What follows belongs to an exercise in optimizing a design on an open flow for small area; a production flow would make more cautious choices. Function was checked by simulation only, so behaviour that the tests miss may differ from the original. Power figures rest on the tool's default switching activity, not on a simulated workload.

==> 01-19 <==
Design tile_ws_grid, start of the top module:
module tile_ws_grid
#(
  parameter int unsigned ROWS    = 4,
  parameter int unsigned COLS    = 4,
  parameter int unsigned A_W     = tile_ws_grid_pkg::TILE_A_W,
  parameter int unsigned B_W     = tile_ws_grid_pkg::TILE_B_W,
  parameter int unsigned D_W     = tile_ws_grid_pkg::TILE_D_W,
  parameter int unsigned SHIFT_W = tile_ws_grid_pkg::TILE_SHIFT_W,
  parameter int unsigned CY_W    = tile_ws_grid_pkg::TILE_CY_W
) (
  input  logic                    clock,
  input  logic                    reset,
  input  logic [ROWS*A_W-1:0]     io_in_a,
  input  logic [COLS*B_W-1:0]     io_in_b,
  input  logic [COLS-1:0]         io_in_b_shift,
  input  logic [COLS*D_W-1:0]     io_in_d,
  input  logic [COLS-1:0]         io_in_control_propagate,
  input  logic [COLS*SHIFT_W-1:0] io_in_control_shift,
  input  logic [COLS-1:0]         io_in_valid,
  output logic [ROWS*A_W-1:0]     io_out_a,
  output logic [COLS*B_W-1:0]     io_out_b,
  output logic [COLS*D_W-1:0]     io_out_c,
  output logic [COLS-1:0]         io_out_control_propagate,
  output logic [COLS*SHIFT_W-1:0] io_out_control_shift,
  output logic [COLS-1:0]         io_out_valid
);
  ...
export LEC_CHECK = 0
export ABC_AREA = 1
export CAP_MARGIN = 20
export CORE_MARGIN = 2
export CORE_UTILIZATION = 45
export PLACE_DENSITY = 0.6
export SLEW_MARGIN = 20
create_clock -name core_clock -period 11.0 [get_ports {clock}]
standard.sh (not shown) runs the stock make flow with config.mk's settings and CLKGATE_MAP_FILE= SYNTH_SCRIPT=/design/flow/synth_recipe.tcl, a recipe that flattens the netlist after the stock synthesis.
==> flow/flow/run.sh <==
#!/bin/bash
# The standard layout (standard.sh, the standard flow's own ORFS run) with these changes:
#  - synthesis skips the ABC pass inside Yosys's generic synth script (SYNTH_ARGS=-noabc),
#    so the full adders written in the RTL reach extract_fa as written; registers are
#    mapped exactly as in the standard synthesis;
#  - after synthesis, remap.tcl re-maps only the plain gates of that netlist with the
#    area-oriented ABC script remap.abc (registers, adders and tie cells untouched), and the
#    flow continues from that netlist;
#  - every port still gets its buffer, but the smallest one (buf_1) rather than the
#    delay buffer buffer_ports picks by default.
# Logs: flow_synth.log, flow_remap.log, flow_layout.log in the work folder, and ORFS's own
# per-step logs under orfs/logs/.
set -euo pipefail
ARGS=(SYNTH_ARGS=-noabc "BUFFER_PORTS_ARGS=-buffer_cell sky130_fd_sc_hd__buf_1")
RES=orfs/results/${FLOW_PLATFORM}/tile_ws_grid/base
bash standard.sh "${ARGS[@]}" synth > flow_synth.log 2>&1
cp "$RES/1_2_yosys.v" "$RES/1_2_yosys.standard.v"
IN="$RES/1_2_yosys.standard.v" OUT="$RES/1_2_yosys.v" TOP="$FLOW_TOP" \
  LIB="$FLOW_HOME/platforms/sky130hd/lib/sky130_fd_sc_hd__tt_025C_1v80.lib" \
  SCRIPT="$PWD/flow/remap.abc" \
  yosys -c flow/remap.tcl > flow_remap.log 2>&1
rm -f "$RES/1_synth.odb" "$RES/1_synth.sdc"
bash standard.sh "${ARGS[@]}" finish > flow_layout.log 2>&1
test -s out/final.def
==> flow/flow/remap.abc <==
strash
dc2
dch -f
amap
topo
==> flow/flow/remap.tcl <==
# Re-map the combinational logic of the standard synthesis netlist with an area-oriented
# ABC script. Registers, full and half adders and tie cells stay exactly as synthesis
# left them (same instances, same names); only the plain gates between them are remapped.
# Usage: yosys -c remap.tcl  (with env IN, OUT, LIB, SCRIPT)
yosys -import
set lib $::env(LIB)
read_liberty -ignore_miss_func $lib
read_verilog $::env(IN)
hierarchy -top $::env(TOP)
setattr -mod -set keep_hierarchy 1 sky130_fd_sc_hd__fa_1 sky130_fd_sc_hd__ha_1 sky130_fd_sc_hd__dfxtp_1 sky130_fd_sc_hd__edfxtp_1 sky130_fd_sc_hd__conb_1
flatten
opt -fast
abc -liberty $lib -dont_use sky130_fd_sc_hd__probe_p_8 -dont_use sky130_fd_sc_hd__probec_p_8 -dont_use sky130_fd_sc_hd__lpflow_bleeder_1 -dont_use sky130_fd_sc_hd__lpflow_clkbufkapwr_1 -dont_use sky130_fd_sc_hd__lpflow_clkbufkapwr_16 -dont_use sky130_fd_sc_hd__lpflow_clkbufkapwr_2 -dont_use sky130_fd_sc_hd__lpflow_clkbufkapwr_4 -dont_use sky130_fd_sc_hd__lpflow_clkbufkapwr_8 -dont_use sky130_fd_sc_hd__lpflow_clkinvkapwr_1 -dont_use sky130_fd_sc_hd__lpflow_clkinvkapwr_16 -dont_use sky130_fd_sc_hd__lpflow_clkinvkapwr_2 -dont_use sky130_fd_sc_hd__lpflow_clkinvkapwr_4 -dont_use sky130_fd_sc_hd__lpflow_clkinvkapwr_8 -dont_use sky130_fd_sc_hd__lpflow_decapkapwr_12 -dont_use sky130_fd_sc_hd__lpflow_decapkapwr_3 -dont_use sky130_fd_sc_hd__lpflow_decapkapwr_4 -dont_use sky130_fd_sc_hd__lpflow_decapkapwr_6 -dont_use sky130_fd_sc_hd__lpflow_decapkapwr_8 -dont_use sky130_fd_sc_hd__lpflow_inputiso0n_1 -dont_use sky130_fd_sc_hd__lpflow_inputiso0p_1 -dont_use sky130_fd_sc_hd__lpflow_inputiso1n_1 -dont_use sky130_fd_sc_hd__lpflow_inputiso1p_1 -dont_use sky130_fd_sc_hd__lpflow_inputisolatch_1 -dont_use sky130_fd_sc_hd__lpflow_isobufsrc_1 -dont_use sky130_fd_sc_hd__lpflow_isobufsrc_16 -dont_use sky130_fd_sc_hd__lpflow_isobufsrc_2 -dont_use sky130_fd_sc_hd__lpflow_isobufsrc_4 -dont_use sky130_fd_sc_hd__lpflow_isobufsrc_8 -dont_use sky130_fd_sc_hd__lpflow_isobufsrckapwr_16 -dont_use sky130_fd_sc_hd__lpflow_lsbuf_lh_hl_isowell_tap_1 -dont_use sky130_fd_sc_hd__lpflow_lsbuf_lh_hl_isowell_tap_2 -dont_use sky130_fd_sc_hd__lpflow_lsbuf_lh_hl_isowell_tap_4 -dont_use sky130_fd_sc_hd__lpflow_lsbuf_lh_isowell_4 -dont_use sky130_fd_sc_hd__lpflow_lsbuf_lh_isowell_tap_1 -dont_use sky130_fd_sc_hd__lpflow_lsbuf_lh_isowell_tap_2 -dont_use sky130_fd_sc_hd__lpflow_lsbuf_lh_isowell_tap_4  -script $::env(SCRIPT)
opt_clean -purge
delete sky130_fd_sc_hd__*
setundef -zero
hilomap -singleton -hicell sky130_fd_sc_hd__conb_1 HI -locell sky130_fd_sc_hd__conb_1 LO
splitnets
opt_clean -purge
insbuf -buf sky130_fd_sc_hd__buf_4 A X
read_liberty -lib -ignore_miss_func $lib
check -assert
tee -o $::env(OUT).stat stat -liberty $lib
write_verilog -noattr -noexpr -nohex -nodec $::env(OUT)
==> 10-12: changes against 01-19 <==
Settings changed: CORE_UTILIZATION 45 to 60, CTS_BUF_LIST set to sky130_fd_sc_hd__clkbuf_4 sky130_fd_sc_hd__clkbuf_8, PLACE_DENSITY 0.6 to 0.7.
==> 01-10: changes against 01-19 <==
==> flow/run.sh (new file) <==
#!/bin/bash
# synth_recipe.tcl (not shown) runs the flow's synth.tcl, then flattens the netlist and writes it again
# the make line also repeats each setting of config.mk as NAME=value (left out here)
make -C /OpenROAD-flow-scripts/flow DESIGN_CONFIG=/design/flow/config.mk WORK_HOME=/design/flow/orfs CLKGATE_MAP_FILE= SYNTH_SCRIPT=/design/flow/synth_recipe.tcl finish
Settings changed: GPL_TIMING_DRIVEN set to 0.
removed: flow/flow/run.sh
removed: flow/flow/remap.abc
removed: flow/flow/remap.tcl
removed: flow/standard.sh
==> 11-05: changes against 01-19 <==
==> flow/run.sh (new file) <==
#!/bin/bash
# synth_recipe.tcl (not shown) runs the flow's synth.tcl, then flattens the netlist and writes it again
# the make line also repeats each setting of config.mk as NAME=value (left out here)
make -C /OpenROAD-flow-scripts/flow DESIGN_CONFIG=/design/flow/config.mk WORK_HOME=/design/flow/orfs CLKGATE_MAP_FILE= SYNTH_SCRIPT=/design/flow/synth_recipe.tcl finish
removed: flow/flow/run.sh
removed: flow/flow/remap.abc
removed: flow/flow/remap.tcl
removed: flow/standard.sh
==> notes.md <==
	10-12	01-10	11-05	01-19
Endpoint kind of the worst setup timing path	output port	register	register	register
Worst slew pin tran	1190 ps	1330 ps	1230 ps	1190 ps
M1 GR Usage	48.0%	43.8%	40.4%	39.3%
Met1 wire length	133 mm	179 mm	169 mm	153 mm
Mean post-synth cell area	8.55 sq um	7.93 sq um	7.93 sq um	8.55 sq um
Fraction of area in multi-input gates	60.8%	57.3%	57.7%	60.0%
Nets	15300	17100	16700	15300
Number of buffers inserted by port buffering	533	524	533	533
Worst path most repeated cell	nor2_1	fa_1	fa_1	-
Result of the run	complete, no violations	complete, no violations	complete, no violations	complete, no violations
Critical path origin	g_row[3].g_col[1].u_cell.r_shift[3]$_SDFFE_PP0P_	io_in_valid[0]	io_in_valid[0]	io_in_a[24]
Compound-cell area share of the yosys netlist	-	17.0%	17.0%	-
Crit-path max FO	14	12	6	4
Total wire length	362 mm	386 mm	342 mm	373 mm
Endpoint of the worst hold-timing path	g_row[2].g_col[2].u_cell.r_shift[4]$_DFF_P_	g_row[1].g_col[3].u_cell.r_shift[4]$_DFF_P_	g_row[2].g_col[2].u_cell.r_shift[1]$_DFF_P_	g_row[2].g_col[3].u_cell.r_shift[4]$_DFF_P_

========
==> job 963: inputs <==
Starting RTL as in the previous note.
Settings: LEC_CHECK=0, ABC_AREA=1, CAP_MARGIN=20, CORE_MARGIN=2, CORE_UTILIZATION=60, PLACE_DENSITY=0.7, SLEW_MARGIN=20; clock period 11.0 ns.
==> flow/flow/run.sh <==
#!/bin/bash
# The standard layout (standard.sh, the standard flow's own ORFS run) with these changes:
#  - synthesis skips the ABC pass inside Yosys's generic synth script (SYNTH_ARGS=-noabc),
#    so the full adders written in the RTL reach extract_fa as written; registers are
#    mapped exactly as in the standard synthesis;
#  - after synthesis, remap.tcl re-maps only the plain gates of that netlist with the
#    area-oriented ABC script remap.abc (registers, adders and tie cells untouched), and the
#    flow continues from that netlist;
#  - clock tree synthesis runs with ORFS's usual arguments plus -dont_use_dummy_load (no
#    extra dummy loads to balance the tree) and larger sink clusters (25 sinks, 100 um);
#  - every port still gets its buffer, but the smallest one (buf_1) rather than the
#    delay buffer buffer_ports picks by default.
# Logs: flow_synth.log, flow_remap.log, flow_layout.log in the work folder, and ORFS's own
# per-step logs under orfs/logs/.
set -euo pipefail
ARGS=(SYNTH_ARGS=-noabc "BUFFER_PORTS_ARGS=-buffer_cell sky130_fd_sc_hd__buf_1"
  "CTS_ARGS=-sink_clustering_enable -repair_clock_nets -dont_use_dummy_load -sink_clustering_size 25 -sink_clustering_max_diameter 100")
RES=orfs/results/${FLOW_PLATFORM}/tile_ws_grid/base
bash standard.sh "${ARGS[@]}" synth > flow_synth.log 2>&1
cp "$RES/1_2_yosys.v" "$RES/1_2_yosys.standard.v"
IN="$RES/1_2_yosys.standard.v" OUT="$RES/1_2_yosys.v" TOP="$FLOW_TOP" \
  LIB="$FLOW_HOME/platforms/sky130hd/lib/sky130_fd_sc_hd__tt_025C_1v80.lib" \
  SCRIPT="$PWD/flow/remap.abc" \
  yosys -c flow/remap.tcl > flow_remap.log 2>&1
rm -f "$RES/1_synth.odb" "$RES/1_synth.sdc"
bash standard.sh "${ARGS[@]}" finish > flow_layout.log 2>&1
test -s out/final.def
==> flow/flow/remap.abc <==
strash
dc2
dch -f
amap
topo
==> flow/flow/remap.tcl <==
# Re-map the combinational logic of the standard synthesis netlist with an area-oriented
# ABC script. Registers, full and half adders and tie cells stay exactly as synthesis
# left them (same instances, same names); only the plain gates between them are remapped.
# Usage: yosys -c remap.tcl  (with env IN, OUT, LIB, SCRIPT)
yosys -import
set lib $::env(LIB)
read_liberty -ignore_miss_func $lib
read_verilog $::env(IN)
hierarchy -top $::env(TOP)
setattr -mod -set keep_hierarchy 1 sky130_fd_sc_hd__fa_1 sky130_fd_sc_hd__ha_1 sky130_fd_sc_hd__dfxtp_1 sky130_fd_sc_hd__edfxtp_1 sky130_fd_sc_hd__conb_1
flatten
opt -fast
abc -liberty $lib -dont_use sky130_fd_sc_hd__probe_p_8 -dont_use sky130_fd_sc_hd__probec_p_8 -dont_use sky130_fd_sc_hd__lpflow_bleeder_1 -dont_use sky130_fd_sc_hd__lpflow_clkbufkapwr_1 -dont_use sky130_fd_sc_hd__lpflow_clkbufkapwr_16 -dont_use sky130_fd_sc_hd__lpflow_clkbufkapwr_2 -dont_use sky130_fd_sc_hd__lpflow_clkbufkapwr_4 -dont_use sky130_fd_sc_hd__lpflow_clkbufkapwr_8 -dont_use sky130_fd_sc_hd__lpflow_clkinvkapwr_1 -dont_use sky130_fd_sc_hd__lpflow_clkinvkapwr_16 -dont_use sky130_fd_sc_hd__lpflow_clkinvkapwr_2 -dont_use sky130_fd_sc_hd__lpflow_clkinvkapwr_4 -dont_use sky130_fd_sc_hd__lpflow_clkinvkapwr_8 -dont_use sky130_fd_sc_hd__lpflow_decapkapwr_12 -dont_use sky130_fd_sc_hd__lpflow_decapkapwr_3 -dont_use sky130_fd_sc_hd__lpflow_decapkapwr_4 -dont_use sky130_fd_sc_hd__lpflow_decapkapwr_6 -dont_use sky130_fd_sc_hd__lpflow_decapkapwr_8 -dont_use sky130_fd_sc_hd__lpflow_inputiso0n_1 -dont_use sky130_fd_sc_hd__lpflow_inputiso0p_1 -dont_use sky130_fd_sc_hd__lpflow_inputiso1n_1 -dont_use sky130_fd_sc_hd__lpflow_inputiso1p_1 -dont_use sky130_fd_sc_hd__lpflow_inputisolatch_1 -dont_use sky130_fd_sc_hd__lpflow_isobufsrc_1 -dont_use sky130_fd_sc_hd__lpflow_isobufsrc_16 -dont_use sky130_fd_sc_hd__lpflow_isobufsrc_2 -dont_use sky130_fd_sc_hd__lpflow_isobufsrc_4 -dont_use sky130_fd_sc_hd__lpflow_isobufsrc_8 -dont_use sky130_fd_sc_hd__lpflow_isobufsrckapwr_16 -dont_use sky130_fd_sc_hd__lpflow_lsbuf_lh_hl_isowell_tap_1 -dont_use sky130_fd_sc_hd__lpflow_lsbuf_lh_hl_isowell_tap_2 -dont_use sky130_fd_sc_hd__lpflow_lsbuf_lh_hl_isowell_tap_4 -dont_use sky130_fd_sc_hd__lpflow_lsbuf_lh_isowell_4 -dont_use sky130_fd_sc_hd__lpflow_lsbuf_lh_isowell_tap_1 -dont_use sky130_fd_sc_hd__lpflow_lsbuf_lh_isowell_tap_2 -dont_use sky130_fd_sc_hd__lpflow_lsbuf_lh_isowell_tap_4  -script $::env(SCRIPT)
opt_clean -purge
delete sky130_fd_sc_hd__*
setundef -zero
hilomap -singleton -hicell sky130_fd_sc_hd__conb_1 HI -locell sky130_fd_sc_hd__conb_1 LO
splitnets
opt_clean -purge
insbuf -buf sky130_fd_sc_hd__buf_4 A X
read_liberty -lib -ignore_miss_func $lib
check -assert
tee -o $::env(OUT).stat stat -liberty $lib
write_verilog -noattr -noexpr -nohex -nodec $::env(OUT)
==> job 902 (differences from job 963) <==
==> flow/flow/run.sh (replaced) <==
#!/bin/bash
# The standard layout (standard.sh, the standard flow's own ORFS run) with two changes:
#  - synthesis skips the ABC pass inside Yosys's generic synth script (SYNTH_ARGS=-noabc),
#    so the full adders written in the RTL reach extract_fa as written instead of being
#    re-expressed with inverted signals first; registers are mapped exactly as before;
#  - every port still gets its buffer, but the smallest one (buf_1) rather than the
#    delay buffer buffer_ports picks by default.
# The whole make output goes to flow_make.log in the work folder; ORFS keeps each
# step's own log under orfs/logs/.
set -euo pipefail
bash standard.sh \
  SYNTH_ARGS=-noabc \
  "BUFFER_PORTS_ARGS=-buffer_cell sky130_fd_sc_hd__buf_1" \
  finish > flow_make.log 2>&1
test -s out/final.def
CORE_UTILIZATION = 45   (was 60)
PLACE_DENSITY = 0.6   (was 0.7)
removed: flow/flow/remap.abc
removed: flow/flow/remap.tcl
==> impl_metrics.xml <==
<?xml version="1.0" encoding="UTF-8"?>
<metrics>
  <group name="yosys">
    <metric name="syn-instance-count" unit="">13500</metric>
  </group>
  <group name="worst_setup_path">
    <metric name="criticalPathCategory" unit="">reg -&gt; reg</metric>
  </group>
  <group name="route">
    <metric name="drt_pre_antenna_iters" unit="">6</metric>
  </group>
  <group name="pwr">
    <metric name="clock_power_share" unit="%">19.4</metric>
  </group>
  <group name="run_status">
    <metric name="run_status" unit="">finished clean</metric>
  </group>
</metrics>
(the above is from job 902)
==> impl_metrics.xml <==
<?xml version="1.0" encoding="UTF-8"?>
<metrics>
  <group name="run_status">
    <metric name="run_status" unit="">finished clean</metric>
  </group>
  <group name="global_route">
    <metric name="grt.met1_usage" unit="%">48.2</metric>
  </group>
  <group name="route">
    <metric name="drt_pre_antenna_iters" unit="">7</metric>
  </group>
  <group name="worst_setup_path">
    <metric name="criticalPathCategory" unit="">in -&gt; reg</metric>
    <metric name="cp.arrival" unit="ns">11.24</metric>
  </group>
  <group name="hold_path">
    <metric name="min_path_type" unit="">reg -&gt; reg</metric>
  </group>
  <group name="sta">
    <metric name="period_share" unit="%">96.8</metric>
  </group>
  <group name="pwr">
    <metric name="clock_power_share" unit="%">11.4</metric>
  </group>
  <group name="cells_and_area">
    <metric name="filler_cell_count_in_the_final_layout" unit="">14600</metric>
  </group>
</metrics>
(the above is from job 963)

-- afterwards: timing with drivers on the ports --
The results above use ideal ports. As a check the final layouts listed here were re-extracted and re-timed, cells and wires unchanged.
Step 1 assumes that a clkbuf_16 drives the clock port and a buf_2 every other input.
Step 2 moves the port delays by t, midway between the first and last clock arrival at a register: inputs arrive t later, outputs are due t later. That takes back most of the time a late clock gives input paths.
Three values: no drivers, after step 1, after step 2; two values: the first two.
run	t, ns	slack for setup (ns)	hold slack, ns	clock arrival spread, ns	worst slew at a driven data input, ns
01-19	0.911	0.440 / 0.498 / -0.400	0.320 / 0.320 / 0.320	0.047 / 0.048	0.27
10-12	1.109	0.415 / 0.319 / -0.431	0.323 / 0.323 / 0.323	0.064 / 0.064	0.23
01-10	0.943	0.290 / 0.360 / -0.583	0.299 / 0.299 / 0.299	0.060 / 0.060	0.11
11-05	0.928	0.675 / 0.752 / -0.176	0.320 / 0.320 / 0.320	0.048 / 0.048	0.11
job 963	0.827	0.350 / 0.317 / -0.397	0.317 / 0.317 / 0.317	0.080 / 0.080	0.22
job 902	0.936	0.847 / 0.847 / 0.315	0.321 / 0.321 / 0.321	0.042 / 0.043	0.12
Met with ideal ports but missed after step 2: setup timing in 5 of these runs. For 01-10, which loses most, drivers alone change the setup slack by +0.070 ns; drivers and shift together by -0.873 ns.
